What follows belongs to an exercise in optimizing a design on an open flow for small area; a production flow would make more cautious choices.
In this exercise RTL edits were held to simulation tests only and were not proved equivalent to the original.
No driver is modelled on the clock port, so clock power and skew are understated where the tree is cut down; a real chip needs a root buffer or a tree.
Power is estimated from default activity; no workload was simulated.

==> flow/design.v <==
`timescale 1ns/1ps
package sadPkg;
        localparam int ApbAddrWidth = 8;
        localparam int ApbDataWidth = 32;
        localparam int FrameIndexWidth = 8;
        localparam int NumElems = 16;
        typedef logic [ApbAddrWidth-1:0] apbAddrT;
        typedef logic [ApbDataWidth-1:0] apbDataT;
        typedef logic [FrameIndexWidth-1:0] frameIndexT;
        typedef enum logic [1:0] {
                kindNone         = 2'd0,
                kindFrameLoad    = 2'd1,
                kindFrameCompute = 2'd2,
                kindWindowLoad   = 2'd3
        } loadKindT;
        localparam apbAddrT AddrCmd = 8'h00;
        localparam apbAddrT AddrElem = 8'h04;
        localparam apbAddrT AddrCount = 8'h08;
        localparam apbAddrT AddrLast = 8'h0C;
        localparam apbAddrT AddrBest = 8'h10;
        localparam apbAddrT AddrBestIdx = 8'h14;
endpackage
`timescale 1ns/1ps
module sadApbControl #(
        parameter int ElemWidth = 8
) (
        input  logic Clk,
        input  logic rst,
        input  logic psel,
        input  logic penable,
        input  logic pwrite,
        input  sadPkg::apbAddrT paddr,
        input  sadPkg::apbDataT pwdata,
        output sadPkg::apbDataT prdata,
        input  logic [ElemWidth+3:0] lastSad,
        input  logic [ElemWidth+3:0] bestSad,
        input  sadPkg::frameIndexT bestIdx,
        input  sadPkg::frameIndexT resultCount,
        output logic elemTransfer,
        output logic elemWrite,
        output logic windowLoad,
        output logic computeStart,
        output logic countWrite,
        output logic [3:0] stagePtr
);
        logic wrEn;
        logic cmdWrite;
        assign wrEn = psel & penable & pwrite;
        assign elemTransfer = psel && pwrite && (paddr == sadPkg::AddrElem);
        assign cmdWrite = wrEn && (paddr == sadPkg::AddrCmd);
        assign elemWrite = elemTransfer && penable;
        assign countWrite = wrEn && (paddr == sadPkg::AddrCount);
        assign windowLoad = cmdWrite && (pwdata[1:0] == sadPkg::kindWindowLoad);
        assign computeStart = cmdWrite && (pwdata[1:0] == sadPkg::kindFrameCompute);
        always_ff @(posedge Clk) begin
                if (rst) begin
                        stagePtr <= '0;
                end else if (cmdWrite) begin
                        stagePtr <= '0;
                end else if (elemWrite) begin
                        stagePtr <= stagePtr + 1'b1;
                end
        end
        always_comb begin
                case (paddr)
                        sadPkg::AddrCount: prdata = sadPkg::ApbDataWidth'(resultCount);
                        sadPkg::AddrLast: prdata = sadPkg::ApbDataWidth'(lastSad);
                        sadPkg::AddrBest: prdata = sadPkg::ApbDataWidth'(bestSad);
                        sadPkg::AddrBestIdx: prdata = sadPkg::ApbDataWidth'(bestIdx);
                        default: prdata = '0;
                endcase
        end
endmodule
`timescale 1ns/1ps
module sadVectorCapture #(
        parameter int ElemWidth = 8
) (
        input  logic Clk,
        input  logic rst,
        input  logic elemTransfer,
        input  logic elemWrite,
        input  logic [3:0] stagePtr,
        input  logic [ElemWidth-1:0] elemData,
        input  logic windowLoad,
        input  logic [1:0] lane,
        output logic [ElemWidth-1:0] stageElem,
        output logic [ElemWidth-1:0] windowElem
);
        logic [ElemWidth-1:0] stageMem [16];
        logic [ElemWidth-1:0] windowMem [16];
        logic [1:0] phase;
        logic [ElemWidth-1:0] heldData;
        logic [1:0] heldAge;
        logic [3:0] heldPtr;
        logic [3:0] copyAge;
        logic copying;
        logic busWrite;
        logic heldWrite;
        logic [1:0] insLane;
        logic [ElemWidth-1:0] insData;
        always_ff @(posedge Clk) begin
                if (rst) begin
                        phase <= '0;
                end else begin
                        phase <= phase + 1'b1;
                end
        end
        always_ff @(posedge Clk) begin
                if (elemWrite) begin
                        heldData <= elemData;
                end
                heldAge <= {heldAge[0], elemWrite};
        end
        assign heldPtr = stagePtr - 1'b1;
        assign busWrite = elemTransfer && (stagePtr[1:0] == phase);
        assign heldWrite = (|heldAge) && (heldPtr[1:0] == phase);
        assign insLane = busWrite ? stagePtr[3:2] : heldPtr[3:2];
        assign insData = busWrite ? elemData : heldData;
        always_ff @(posedge Clk) begin
                copyAge <= {copyAge[2:0], windowLoad};
        end
        assign copying = |copyAge;
        always_ff @(posedge Clk) begin
                for (int j = 0; j < 3; j++) begin
                        for (int l = 0; l < 4; l++) begin
                                stageMem[4*j + l] <= stageMem[4*(j + 1) + l];
                                windowMem[4*j + l] <= windowMem[4*(j + 1) + l];
                        end
                end
                for (int l = 0; l < 4; l++) begin
                        if ((busWrite || heldWrite) && (insLane == l)) begin
                                stageMem[12 + l] <= insData;
                        end else begin
                                stageMem[12 + l] <= stageMem[l];
                        end
                        if (copying) begin
                                windowMem[12 + l] <= stageMem[l];
                        end else begin
                                windowMem[12 + l] <= windowMem[l];
                        end
                end
        end
        assign stageElem = stageMem[lane];
        assign windowElem = copying ? stageMem[lane] : windowMem[lane];
endmodule
`timescale 1ns/1ps
module sadDiffTree #(
        parameter int ElemWidth = 8
) (
        input  logic [ElemWidth-1:0] windowElem,
        input  logic [ElemWidth-1:0] stageElem,
        input  logic [ElemWidth+3:0] sumIn,
        output logic [ElemWidth+3:0] sumOut
);
        logic [ElemWidth-1:0] d;
        logic gt;
        logic [ElemWidth-1:0] mag;
        assign {gt, d} = {1'b0, windowElem} + {1'b0, ~stageElem};
        assign mag = d ^ {ElemWidth{~gt}};
        assign sumOut = sumIn + {4'd0, mag} + {{(ElemWidth+3){1'b0}}, gt};
endmodule
`timescale 1ns/1ps
module sadBestTracker #(
        parameter int ElemWidth = 8
) (
        input  logic Clk,
        input  logic rst,
        input  logic computeStart,
        input  logic clearBest,
        input  logic [ElemWidth+3:0] sumNext,
        output logic [1:0] lane,
        output logic [ElemWidth+3:0] lastSad,
        output logic [ElemWidth+3:0] bestSad,
        output sadPkg::frameIndexT bestIdx,
        output sadPkg::frameIndexT resultCount
);
        logic busy;
        logic [3:0] step;
        logic finish;
        always_ff @(posedge Clk) begin
                if (rst) begin
                        busy <= 1'b0;
                        finish <= 1'b0;
                end else begin
                        finish <= busy && (step == 4'd15);
                        if (computeStart) begin
                                busy <= 1'b1;
                        end else if (step == 4'd15) begin
                                busy <= 1'b0;
                        end
                end
        end
        always_ff @(posedge Clk) begin
                if (computeStart) begin
                        step <= '0;
                end else if (busy) begin
                        step <= step + 1'b1;
                end
        end
        assign lane = step[3:2];
        always_ff @(posedge Clk) begin
                if (rst) begin
                        lastSad <= '0;
                end else if (computeStart) begin
                        lastSad <= '0;
                end else if (busy) begin
                        lastSad <= sumNext;
                end
        end
        always_ff @(posedge Clk) begin
                if (rst) begin
                        bestSad <= '1;
                        bestIdx <= '0;
                        resultCount <= '0;
                end else if (clearBest) begin
                        bestSad <= '1;
                        bestIdx <= '0;
                        resultCount <= '0;
                end else if (finish) begin
                        resultCount <= resultCount + 1'b1;
                        if (lastSad < bestSad) begin
                                bestSad <= lastSad;
                                bestIdx <= resultCount;
                        end
                end
        end
endmodule
`timescale 1ns/1ps
module sadEngineTop #(
        parameter int ElemWidth = 8
) (
        input  logic Clk,
        input  logic rst,
        input  logic psel,
        input  logic penable,
        input  logic pwrite,
        input  sadPkg::apbAddrT paddr,
        input  sadPkg::apbDataT pwdata,
        output sadPkg::apbDataT prdata
);
        localparam int SumWidth = ElemWidth + 4;
        logic elemTransfer;
        logic elemWrite;
        logic windowLoad;
        logic computeStart;
        logic countWrite;
        logic [3:0] stagePtr;
        logic [1:0] lane;
        logic [ElemWidth-1:0] stageElem;
        logic [ElemWidth-1:0] windowElem;
        logic [SumWidth-1:0] sumNext;
        logic [SumWidth-1:0] lastSad;
        logic [SumWidth-1:0] bestSad;
        sadPkg::frameIndexT bestIdx;
        sadPkg::frameIndexT resultCount;
        sadApbControl #(.ElemWidth(ElemWidth)) uControl (
                .Clk(Clk), .rst(rst),
                .psel(psel), .penable(penable), .pwrite(pwrite),
                .paddr(paddr), .pwdata(pwdata), .prdata(prdata),
                .lastSad(lastSad), .bestSad(bestSad),
                .bestIdx(bestIdx), .resultCount(resultCount),
                .elemTransfer(elemTransfer), .elemWrite(elemWrite),
                .windowLoad(windowLoad), .computeStart(computeStart),
                .countWrite(countWrite), .stagePtr(stagePtr)
        );
        sadVectorCapture #(.ElemWidth(ElemWidth)) uCapture (
                .Clk(Clk), .rst(rst),
                .elemTransfer(elemTransfer), .elemWrite(elemWrite),
                .stagePtr(stagePtr), .elemData(pwdata[ElemWidth-1:0]),
                .windowLoad(windowLoad),
                .lane(lane), .stageElem(stageElem), .windowElem(windowElem)
        );
        sadDiffTree #(.ElemWidth(ElemWidth)) uDiffTree (
                .windowElem(windowElem), .stageElem(stageElem),
                .sumIn(lastSad), .sumOut(sumNext)
        );
        sadBestTracker #(.ElemWidth(ElemWidth)) uTracker (
                .Clk(Clk), .rst(rst),
                .computeStart(computeStart), .clearBest(countWrite),
                .sumNext(sumNext), .lane(lane),
                .lastSad(lastSad), .bestSad(bestSad),
                .bestIdx(bestIdx), .resultCount(resultCount)
        );
endmodule
make LEC_CHECK=0 CAP_MARGIN=20 CORE_MARGIN=2 CORE_UTILIZATION=65 CTS_BUF_LIST=sky130_fd_sc_hd__clkbuf_16 CTS_CLUSTER_DIAMETER=120 CTS_CLUSTER_SIZE=30 PLACE_DENSITY=0.75 SLEW_MARGIN=20 finish   # period 5.0 ns
run.sh (not shown) runs the stock make flow with config.mk's settings and CLKGATE_MAP_FILE= SYNTH_SCRIPT=/design/flow/synth_recipe.tcl, a recipe that flattens the netlist after the stock synthesis.
==> next run, changes <==
==> flow/flow/run.sh (new file) <==
#!/bin/bash
# Own layout flow: the standard flow, with the synthesis's ABC technology
# mapping run on flow/abc.script instead of ORFS's speed script. Everything
# else (registers, flattening, renaming, floorplan to finish) is the standard.
# Each step's full output goes to a log file of its own in the work folder.
set -euo pipefail
W=$PWD

# The standard synthesis script, with the abc command taking our mapping script
{
  cat <<EOT
proc abc {args} {
  set i [lsearch -exact \$args -script]
  if {\$i >= 0} { set args [lreplace \$args \$i [expr {\$i + 1}] -script $W/flow/abc.script] }
  yosys abc {*}\$args
}
EOT
  cat "$W/synth_recipe.tcl"
} > "$W/flow_synth.tcl"

make -C "$FLOW_HOME" DESIGN_CONFIG="$W/config.mk" WORK_HOME="$W/orfs" CLKGATE_MAP_FILE= \
  SYNTH_SCRIPT="$W/flow_synth.tcl" synth > "$W/synth.log" 2>&1

# Floorplan to finish as the standard flow does it; writes out/final.def.
# Clock tree: the standard clustering, without dummy loads.
export CTS_ARGS="-sink_clustering_enable -repair_clock_nets -sink_clustering_size 30 -sink_clustering_max_diameter 120 -buf_list sky130_fd_sc_hd__clkbuf_16 -dont_use_dummy_load"
bash "$W/standard.sh" > "$W/layout.log" 2>&1
==> flow/flow/abc.script (new file) <==
strash
balance
rewrite
refactor
balance
rewrite
rewrite -z
balance
refactor -z
rewrite -z
balance
dch -f
amap
topo
stime -c
==> flow/standard.sh (new file) <==
#!/bin/bash
# synth_recipe.tcl (not shown) runs the flow's synth.tcl, then flattens the netlist and writes it again
# the make line also repeats each setting of config.mk as NAME=value (left out here)
make -C /OpenROAD-flow-scripts/flow DESIGN_CONFIG=/design/flow/config.mk WORK_HOME=/design/flow/orfs CLKGATE_MAP_FILE= SYNTH_SCRIPT=/design/flow/synth_recipe.tcl "${@:-finish}"
- CORE_UTILIZATION: 65 -> 40
- PLACE_DENSITY: 0.75 -> unset
removed: flow/run.sh
The new run passed the timing, DRC and antenna checks. Hold slack gets worse by 19 ps. Clock-buffer cell count came out lower by 1. Sequential power hardly moves. Total power is about the same. Critical path depth came out higher by 14. Setup slack gets worse by 120 ps. Sequential cell count does not change.
==> next run, changes <==
--- a/flow/flow/run.sh
+++ b/flow/flow/run.sh
@@ -24,3 +24 @@
-# Floorplan to finish as the standard flow does it; writes out/final.def.
-# Clock tree: the standard clustering, without dummy loads.
-export CTS_ARGS="-sink_clustering_enable -repair_clock_nets -sink_clustering_size 30 -sink_clustering_max_diameter 120 -buf_list sky130_fd_sc_hd__clkbuf_16 -dont_use_dummy_load"
+# Floorplan to finish as the standard flow does it; writes out/final.def
Die area does not change.
Fmax stays flat.
First-iteration DRC count rose by 4.6%.
==> next run, changes <==
==> flow/run.sh (new file) <==
#!/bin/bash
# synth_recipe.tcl (not shown) runs the flow's synth.tcl, then flattens the netlist and writes it again
# the make line also repeats each setting of config.mk as NAME=value (left out here)
make -C /OpenROAD-flow-scripts/flow DESIGN_CONFIG=/design/flow/config.mk WORK_HOME=/design/flow/orfs CLKGATE_MAP_FILE= SYNTH_SCRIPT=/design/flow/synth_recipe.tcl finish
removed: flow/flow/run.sh
removed: flow/flow/abc.script
removed: flow/standard.sh
After rerunning:
- global-route usage falls by 1.1 points
- total power increases slightly
- area after synthesis went up by a few percent
- worst setup slack gains 72 ps
- clock-buffer cell count increases by 1
- design area increases by a few percent
- register-to-register slack improves by 50 ps


== oak ==
// sadEngineTop: RTL as listed in full above, without the edits since
clock: 5.0 ns
lec_check: 0
cap_margin: 20
core_margin: 2
core_utilization: 40
cts_buf_list: sky130_fd_sc_hd__clkbuf_16
cts_cluster_diameter: 120
cts_cluster_size: 30
slew_margin: 20
standard.sh (not shown) runs the stock make flow with config.mk's settings and CLKGATE_MAP_FILE= SYNTH_SCRIPT=/design/flow/synth_recipe.tcl, a recipe that flattens the netlist after the stock synthesis.
==> flow/flow/run.sh <==
#!/bin/bash
# Own layout flow: the standard flow, with the synthesis's ABC technology
# mapping run on flow/abc.script instead of ORFS's speed script. Everything
# else (registers, flattening, renaming, floorplan to finish) is the standard.
# Each step's full output goes to a log file of its own in the work folder.
set -euo pipefail
W=$PWD

# The standard synthesis script, with the abc command taking our mapping script
{
  cat <<EOT
proc abc {args} {
  set i [lsearch -exact \$args -script]
  if {\$i >= 0} { set args [lreplace \$args \$i [expr {\$i + 1}] -script $W/flow/abc.script] }
  yosys abc {*}\$args
}
EOT
  cat "$W/synth_recipe.tcl"
} > "$W/flow_synth.tcl"

make -C "$FLOW_HOME" DESIGN_CONFIG="$W/config.mk" WORK_HOME="$W/orfs" CLKGATE_MAP_FILE= \
  SYNTH_SCRIPT="$W/flow_synth.tcl" synth > "$W/synth.log" 2>&1

# Floorplan to finish as the standard flow does it; writes out/final.def
bash "$W/standard.sh" > "$W/layout.log" 2>&1
==> flow/flow/abc.script <==
strash
dch -f
amap
topo
stime -c
Input changes introduced in pine (baseline for comparison: oak):
==> flow/flow/abc.script <==
strash
dch
map -a
topo
stime -c
[summary]
Total routing usage reported by global routing (lower): pine
pine: setup slack higher than oak
The internal power of oak and that of pine are within noise of each other.
What pine reported for met2 layer wire length in the routed design has to be multiplied by 1.06 to get the figure for oak.
Synthesized cell count, pine vs oak: up by more than 10%
pine vs oak on first-pass GRT wire length: pine is the lower one.


Setup of run A:
Another version of the RTL of sadEngineTop (not shown whole).
Size: roughly 320 flip-flops, about 77 I/O pins.
Settings: LEC_CHECK=0, CAP_MARGIN=20, CORE_MARGIN=2, CORE_UTILIZATION=40, CTS_BUF_LIST=sky130_fd_sc_hd__clkbuf_16, CTS_CLUSTER_DIAMETER=120, CTS_CLUSTER_SIZE=30, SLEW_MARGIN=20; clock period 5.0 ns.
==> flow/flow/run.sh <==
#!/bin/bash
# Own layout flow: the standard flow, with the synthesis's ABC technology
# mapping run on flow/abc.script instead of ORFS's speed script. Everything
# else (registers, flattening, renaming, floorplan to finish) is the standard.
# Each step's full output goes to a log file of its own in the work folder.
set -euo pipefail
W=$PWD

# The standard synthesis script, with the abc command taking our mapping script
{
  cat <<EOT
proc abc {args} {
  set i [lsearch -exact \$args -script]
  if {\$i >= 0} { set args [lreplace \$args \$i [expr {\$i + 1}] -script $W/flow/abc.script] }
  yosys abc {*}\$args
}
EOT
  cat "$W/synth_recipe.tcl"
} > "$W/flow_synth.tcl"

make -C "$FLOW_HOME" DESIGN_CONFIG="$W/config.mk" WORK_HOME="$W/orfs" CLKGATE_MAP_FILE= \
  SYNTH_SCRIPT="$W/flow_synth.tcl" synth > "$W/synth.log" 2>&1

# Floorplan to finish as the standard flow does it; writes out/final.def.
# Clock tree: the standard clustering, without dummy loads.
export CTS_ARGS="-sink_clustering_enable -repair_clock_nets -sink_clustering_size 32 -sink_clustering_max_diameter 100 -distance_between_buffers 400 -branching_point_buffers_distance 400 -buf_list sky130_fd_sc_hd__clkbuf_16 -dont_use_dummy_load"
# Constant outputs: keep synthesis's single tie cell rather than one per port
export SKIP_REPAIR_TIE_FANOUT=1
# Port buffers: the smallest buffer cell, one per port as the standard flow
export BUFFER_PORTS_ARGS="-buffer_cell sky130_fd_sc_hd__buf_1"
bash "$W/standard.sh" > "$W/layout.log" 2>&1
==> flow/flow/abc.script <==
strash
&get -n
&st
&dch -f
&nf -R 1000 -p -a
&put
topo
stime -c
Run A did not stop at any stage, and its layout met the timing, DRC and antenna checks.
Relative to run A, the following input files were edited for run B:
--- a/flow/flow/run.sh
+++ b/flow/flow/run.sh
@@ -24,8 +24,16 @@
 # Floorplan to finish as the standard flow does it; writes out/final.def.
 # Clock tree: the standard clustering, without dummy loads.
-export CTS_ARGS="-sink_clustering_enable -repair_clock_nets -sink_clustering_size 32 -sink_clustering_max_diameter 100 -distance_between_buffers 400 -branching_point_buffers_distance 400 -buf_list sky130_fd_sc_hd__clkbuf_16 -dont_use_dummy_load"
+export CTS_ARGS="-sink_clustering_enable -repair_clock_nets -sink_clustering_size 32 -sink_clustering_max_diameter 90 -distance_between_buffers 400 -branching_point_buffers_distance 400 -buf_list sky130_fd_sc_hd__clkbuf_16 -dont_use_dummy_load"
 # Constant outputs: keep synthesis's single tie cell rather than one per port
 export SKIP_REPAIR_TIE_FANOUT=1
 # Port buffers: the smallest buffer cell, one per port as the standard flow
 export BUFFER_PORTS_ARGS="-buffer_cell sky130_fd_sc_hd__buf_1"
+bash "$W/standard.sh" cts > "$W/layout_cts.log" 2>&1
+
+# Clock tree: drop the middle level, so the root buffer drives the leaf
+# buffers directly (the port still drives only the root)
+CLKTRIM_DB="$W/orfs/results/sky130hd/sadEngineTop/base/4_cts.odb" \
+  openroad -no_init -exit "$W/flow/clock_trim.tcl" > "$W/clock_trim.log" 2>&1
+
+# Routing to finish
 bash "$W/standard.sh" > "$W/layout.log" 2>&1
==> flow/flow/clock_trim.tcl (new file) <==
# Remove the clock tree's middle level: the root buffer then drives the leaf
# buffers directly. Reads and rewrites the odb named by env CLKTRIM_DB.
read_db $::env(CLKTRIM_DB)
set block [ord::get_db_block]
set port_net [$block findNet Clk]
# Root buffer: the one clock buffer the port drives
set root ""
foreach it [$port_net getITerms] {
  if {[$it isInputSignal] || [[$it getMTerm] getIoType] eq "INPUT"} {
    set inst [$it getInst]
    if {[string match "*clkbuf*" [[$inst getMaster] getName]]} { set root $inst }
  }
}
if {$root eq ""} { puts "clock_trim: no root buffer"; exit 0 }
set root_out [[$root findITerm X] getNet]
puts "clock_trim: root [$root getName] drives [$root_out getName]"
set removed 0
foreach it [$root_out getITerms] {
  set inst [$it getInst]
  if {$inst eq $root} { continue }
  if {![string match "*clkbuf*" [[$inst getMaster] getName]]} { continue }
  set mid_out [[$inst findITerm X] getNet]
  # only a middle buffer: all its loads are clock buffers
  set ok 1
  foreach l [$mid_out getITerms] {
    set li [$l getInst]
    if {$li eq $inst} { continue }
    if {![string match "*clkbuf*" [[$li getMaster] getName]]} { set ok 0 }
  }
  if {!$ok} { continue }
  set loads {}
  foreach l [$mid_out getITerms] {
    if {[$l getInst] ne $inst} { lappend loads $l }
  }
  foreach l $loads {
    $l disconnect
    $l connect $root_out
  }
  $it disconnect
  [$inst findITerm X] disconnect
  puts "clock_trim: removed [$inst getName], moved [llength $loads] loads"
  odb::dbInst_destroy $inst
  odb::dbNet_destroy $mid_out
  incr removed
}
puts "clock_trim: removed $removed buffers"
write_db $::env(CLKTRIM_DB)
[summary]
Taking run A as the reference point, the post-route total power of run B falls by about 1.4%.
Summary: with run A as the reference, largest vdd supply drop in run B moved up by more than 10%.
As far as synthesized area goes, run A and run B are indistinguishable; the numbers are identical.
The following lists how run C was set up differently from run B:
- swapping 40 for 55 in CORE_UTILIZATION
--- a/flow/flow/run.sh
+++ b/flow/flow/run.sh
@@ -24,5 +24,5 @@
 # Floorplan to finish as the standard flow does it; writes out/final.def.
 # Clock tree: the standard clustering, without dummy loads.
-export CTS_ARGS="-sink_clustering_enable -repair_clock_nets -sink_clustering_size 32 -sink_clustering_max_diameter 90 -distance_between_buffers 400 -branching_point_buffers_distance 400 -buf_list sky130_fd_sc_hd__clkbuf_16 -dont_use_dummy_load"
+export CTS_ARGS="-sink_clustering_enable -repair_clock_nets -sink_clustering_size 32 -sink_clustering_max_diameter 100 -distance_between_buffers 400 -branching_point_buffers_distance 400 -buf_list sky130_fd_sc_hd__clkbuf_16 -dont_use_dummy_load"
 # Constant outputs: keep synthesis's single tie cell rather than one per port
 export SKIP_REPAIR_TIE_FANOUT=1
Results
- Run B → run C: number of global-route vias before repair shows an increase of about 0.9%, detailed route wirelength on metal2 increased by 5.2% relative to the old numbers, number of nets in the finished design lower.
- Of run B and run C, the higher share of cells above drive strength 1 belongs to run B.
Here is what was changed in the inputs of run D compared with run C.
- putting PLACE_DENSITY at 0.7 where nothing was set
- swapping 55 for 40 in CORE_UTILIZATION
==> flow/flow/run.sh <==
#!/bin/bash
# Own layout flow: the standard flow (standard.sh, ORFS) with these changes:
# * synthesis is the standard script, but ABC maps the logic with
#   flow/abc.script (area-oriented) instead of ORFS's speed script; the
#   registers, flattening and renaming are untouched;
# * clock tree: clusters of up to 32 flip-flops within 100 um, clkbuf_16
#   only, no dummy loads, and the tree's middle level removed afterwards;
# * the constant outputs share synthesis's single tie cell;
# * port buffers use the smallest buffer cell (one per port, as standard).
# Each step's full output goes to a log file of its own in the work folder.
set -euo pipefail
W=$PWD

# The standard synthesis script, with the abc command taking our mapping script
{
  cat <<EOT
proc abc {args} {
  set i [lsearch -exact \$args -script]
  if {\$i >= 0} { set args [lreplace \$args \$i [expr {\$i + 1}] -script $W/flow/abc.script] }
  yosys abc {*}\$args
}
EOT
  cat "$W/synth_recipe.tcl"
} > "$W/flow_synth.tcl"

make -C "$FLOW_HOME" DESIGN_CONFIG="$W/config.mk" WORK_HOME="$W/orfs" CLKGATE_MAP_FILE= \
  SYNTH_SCRIPT="$W/flow_synth.tcl" synth > "$W/synth.log" 2>&1

# Floorplan, placement and clock tree as the standard flow does them, with
# the settings above
export CTS_ARGS="-sink_clustering_enable -repair_clock_nets -sink_clustering_size 32 -sink_clustering_max_diameter 100 -distance_between_buffers 400 -branching_point_buffers_distance 400 -buf_list sky130_fd_sc_hd__clkbuf_16 -dont_use_dummy_load"
export SKIP_REPAIR_TIE_FANOUT=1
export BUFFER_PORTS_ARGS="-buffer_cell sky130_fd_sc_hd__buf_1"
bash "$W/standard.sh" cts > "$W/layout_cts.log" 2>&1

# Clock tree: drop the middle level, so the root buffer drives the leaf
# buffers directly (the port still drives only the root)
CLKTRIM_DB="$W/orfs/results/sky130hd/sadEngineTop/base/4_cts.odb" \
  openroad -no_init -exit "$W/flow/clock_trim.tcl" > "$W/clock_trim.log" 2>&1

# Routing to finish; standard.sh writes out/final.def
bash "$W/standard.sh" > "$W/layout.log" 2>&1
==> flow/flow/abc.script <==
strash
&get -n
&st
&dch -f
&nf -R 1000 -p -a -F 8 -A 4
&put
topo
stime -c
--- outcome ---
Worst-case setup margin in the final layout, run D and run C: larger value in run C
Summary: with run C as the reference, non-clock buffer count in run D moved up by a few percent.
There was hardly any difference in sequential element share of the synthesized area between run D and run C.
Synthesized cell count: run D lower than run C
[run D] clock period minus final worst setup slack rose 0.031 ns relative to run C
Run C → run D: count of clock-buffer cells in the layout shows a reduction of 1; number of optimization iterations in the first detailed-route pass fell by 1.
Inputs modified between run D and run E:
- PLACE_DENSITY no longer set, was 0.7
- GPL_TIMING_DRIVEN now 0, previously not set
==> flow/flow/run.sh <==
#!/bin/bash
# Own layout flow: the standard flow, with the synthesis's ABC technology
# mapping run on flow/abc.script instead of ORFS's speed script. Everything
# else (registers, flattening, renaming, floorplan to finish) is the standard.
# Each step's full output goes to a log file of its own in the work folder.
set -euo pipefail
W=$PWD

# The standard synthesis script, with the abc command taking our mapping script
{
  cat <<EOT
proc abc {args} {
  set i [lsearch -exact \$args -script]
  if {\$i >= 0} { set args [lreplace \$args \$i [expr {\$i + 1}] -script $W/flow/abc.script] }
  yosys abc {*}\$args
}
EOT
  cat "$W/synth_recipe.tcl"
} > "$W/flow_synth.tcl"

make -C "$FLOW_HOME" DESIGN_CONFIG="$W/config.mk" WORK_HOME="$W/orfs" CLKGATE_MAP_FILE= \
  SYNTH_SCRIPT="$W/flow_synth.tcl" synth > "$W/synth.log" 2>&1

# Floorplan to finish as the standard flow does it; writes out/final.def.
# Clock tree: the standard clustering, without dummy loads.
export CTS_ARGS="-sink_clustering_enable -repair_clock_nets -sink_clustering_size 32 -sink_clustering_max_diameter 100 -distance_between_buffers 400 -branching_point_buffers_distance 400 -buf_list sky130_fd_sc_hd__clkbuf_16 -dont_use_dummy_load"
# Constant outputs: keep synthesis's single tie cell rather than one per port
export SKIP_REPAIR_TIE_FANOUT=1
# Port buffers: the smallest buffer cell, one per port as the standard flow
export BUFFER_PORTS_ARGS="-buffer_cell sky130_fd_sc_hd__buf_1"
bash "$W/standard.sh" cts > "$W/layout_cts.log" 2>&1

# Clock tree: drop the middle level, so the root buffer drives the leaf
# buffers directly (the port still drives only the root)
CLKTRIM_DB="$W/orfs/results/sky130hd/sadEngineTop/base/4_cts.odb" \
  openroad -no_init -exit "$W/flow/clock_trim.tcl" > "$W/clock_trim.log" 2>&1

# Routing to finish
bash "$W/standard.sh" > "$W/layout.log" 2>&1
==> flow/flow/abc.script <==
strash
&get -n
&st
&dch -f
&nf -R 1000 -p -a
&put
topo
stime -c
### Flow results
- Diff run E..run D | total standard cell area after synthesis | negligible
- Run D completed every stage of the flow, and the final layout passed the timing, DRC and antenna checks.
- Run E did not stop at any stage, and its layout met the timing, DRC and antenna checks.
- Max total design power across run D and run E: run E
- Per the comparison of run E with run D, synthesis-to-layout area growth saw an increase; global-route usage ~0 delta.
- The final worst setup slack number comes out lower for run E vs run D.
- Min actual slew at the worst max-slew pin across run D and run E: run D
- Changes observed in run E relative to run D: shortest clock period the worst path allows after layout went up 0.035 ns; clock group share of total power went up 0.8 points; count of clock-buffer cells in the layout went up 1; die extent in y held.
- Higher mean instance size in the synthesized netlist goes to run D over run E.
--- input diff run E..run F ---
- removing GPL_TIMING_DRIVEN (formerly 0)
--- a/flow/flow/run.sh
+++ b/flow/flow/run.sh
@@ -24,5 +24,5 @@
 # Floorplan to finish as the standard flow does it; writes out/final.def.
 # Clock tree: the standard clustering, without dummy loads.
-export CTS_ARGS="-sink_clustering_enable -repair_clock_nets -sink_clustering_size 32 -sink_clustering_max_diameter 100 -distance_between_buffers 400 -branching_point_buffers_distance 400 -buf_list sky130_fd_sc_hd__clkbuf_16 -dont_use_dummy_load"
+export CTS_ARGS="-sink_clustering_enable -repair_clock_nets -sink_clustering_size 32 -sink_clustering_max_diameter 80 -distance_between_buffers 400 -branching_point_buffers_distance 400 -buf_list sky130_fd_sc_hd__clkbuf_16 -dont_use_dummy_load"
 # Constant outputs: keep synthesis's single tie cell rather than one per port
 export SKIP_REPAIR_TIE_FANOUT=1
## What came out
- Run F reached the end of the flow, and the finished layout is clean on the timing, DRC and antenna checks.
- When the final numbers for run F and run E were put side by side, the post-layout minimum cycle time turned out to be greater in run E.
- From run F to run E, number of cells produced by synthesis did not move at all.
- Fraction of the cycle the final worst path needs | run F below run E
- The clock-buffer cell count in run F sits 1 above the value recorded for run E.
- The run showing the smaller relative area change from synthesis to final layout is run F.
- Higher wire length reported by the detailed router among run F and run E: run F
- Run E → run F: fmax went up by 1.2%, area taken by flip-flops and latches was more or less identical.

-- port drivers added, routing unchanged --
Ports are ideal in the flow. The routed layouts listed here were re-timed in OpenROAD. Step 1 assumes that a clkbuf_16 drives the clock port and a buf_2 every other input. Step 2 adds t to the input delays and takes it off the output delays; t is the mean of the earliest and latest rising clock arrival at the registers after step 1. Input paths then give back, and output paths get back, about the clock's delay inside the block. a / b / c = ideal / step 1 / step 2; a / b = the first two.
run	shift t [ns]	slack for setup (ns)	worst setup path at the end	slew at the worst register clock pin (ns)
the first run of note 1	0.524	0.500 / 0.500 / 0.500	register to register	0.12 / 0.12
the second run of note 1	0.529	0.383 / 0.368 / 0.368	input to output	0.12 / 0.12
the third run of note 1	0.542	0.393 / 0.368 / 0.368	input to output	0.12 / 0.12
the fourth run of note 1	0.540	0.465 / 0.465 / 0.465	register to register	0.12 / 0.12
oak	0.536	0.261 / 0.261 / 0.261	register to register	0.11 / 0.11
pine	0.542	0.659 / 0.659 / 0.659	register to register	0.11 / 0.11
run A	0.520	0.456 / 0.456 / 0.456	register to register	0.12 / 0.12
run B	0.460	0.445 / 0.445 / 0.445	register to register	0.11 / 0.11
run C	0.462	0.435 / 0.435 / 0.435	register to register	0.12 / 0.12
run D	0.456	0.404 / 0.404 / 0.404	register to register	0.12 / 0.12
run E	0.453	0.369 / 0.369 / 0.369	register to register	0.12 / 0.12
run F	0.479	0.423 / 0.423 / 0.423	register to register	0.11 / 0.11
After both steps setup and hold are still met in every run listed. The setup slack of the third run of note 1, which loses most, moves by -0.025 ns with the drivers and by -0.025 ns with both steps.
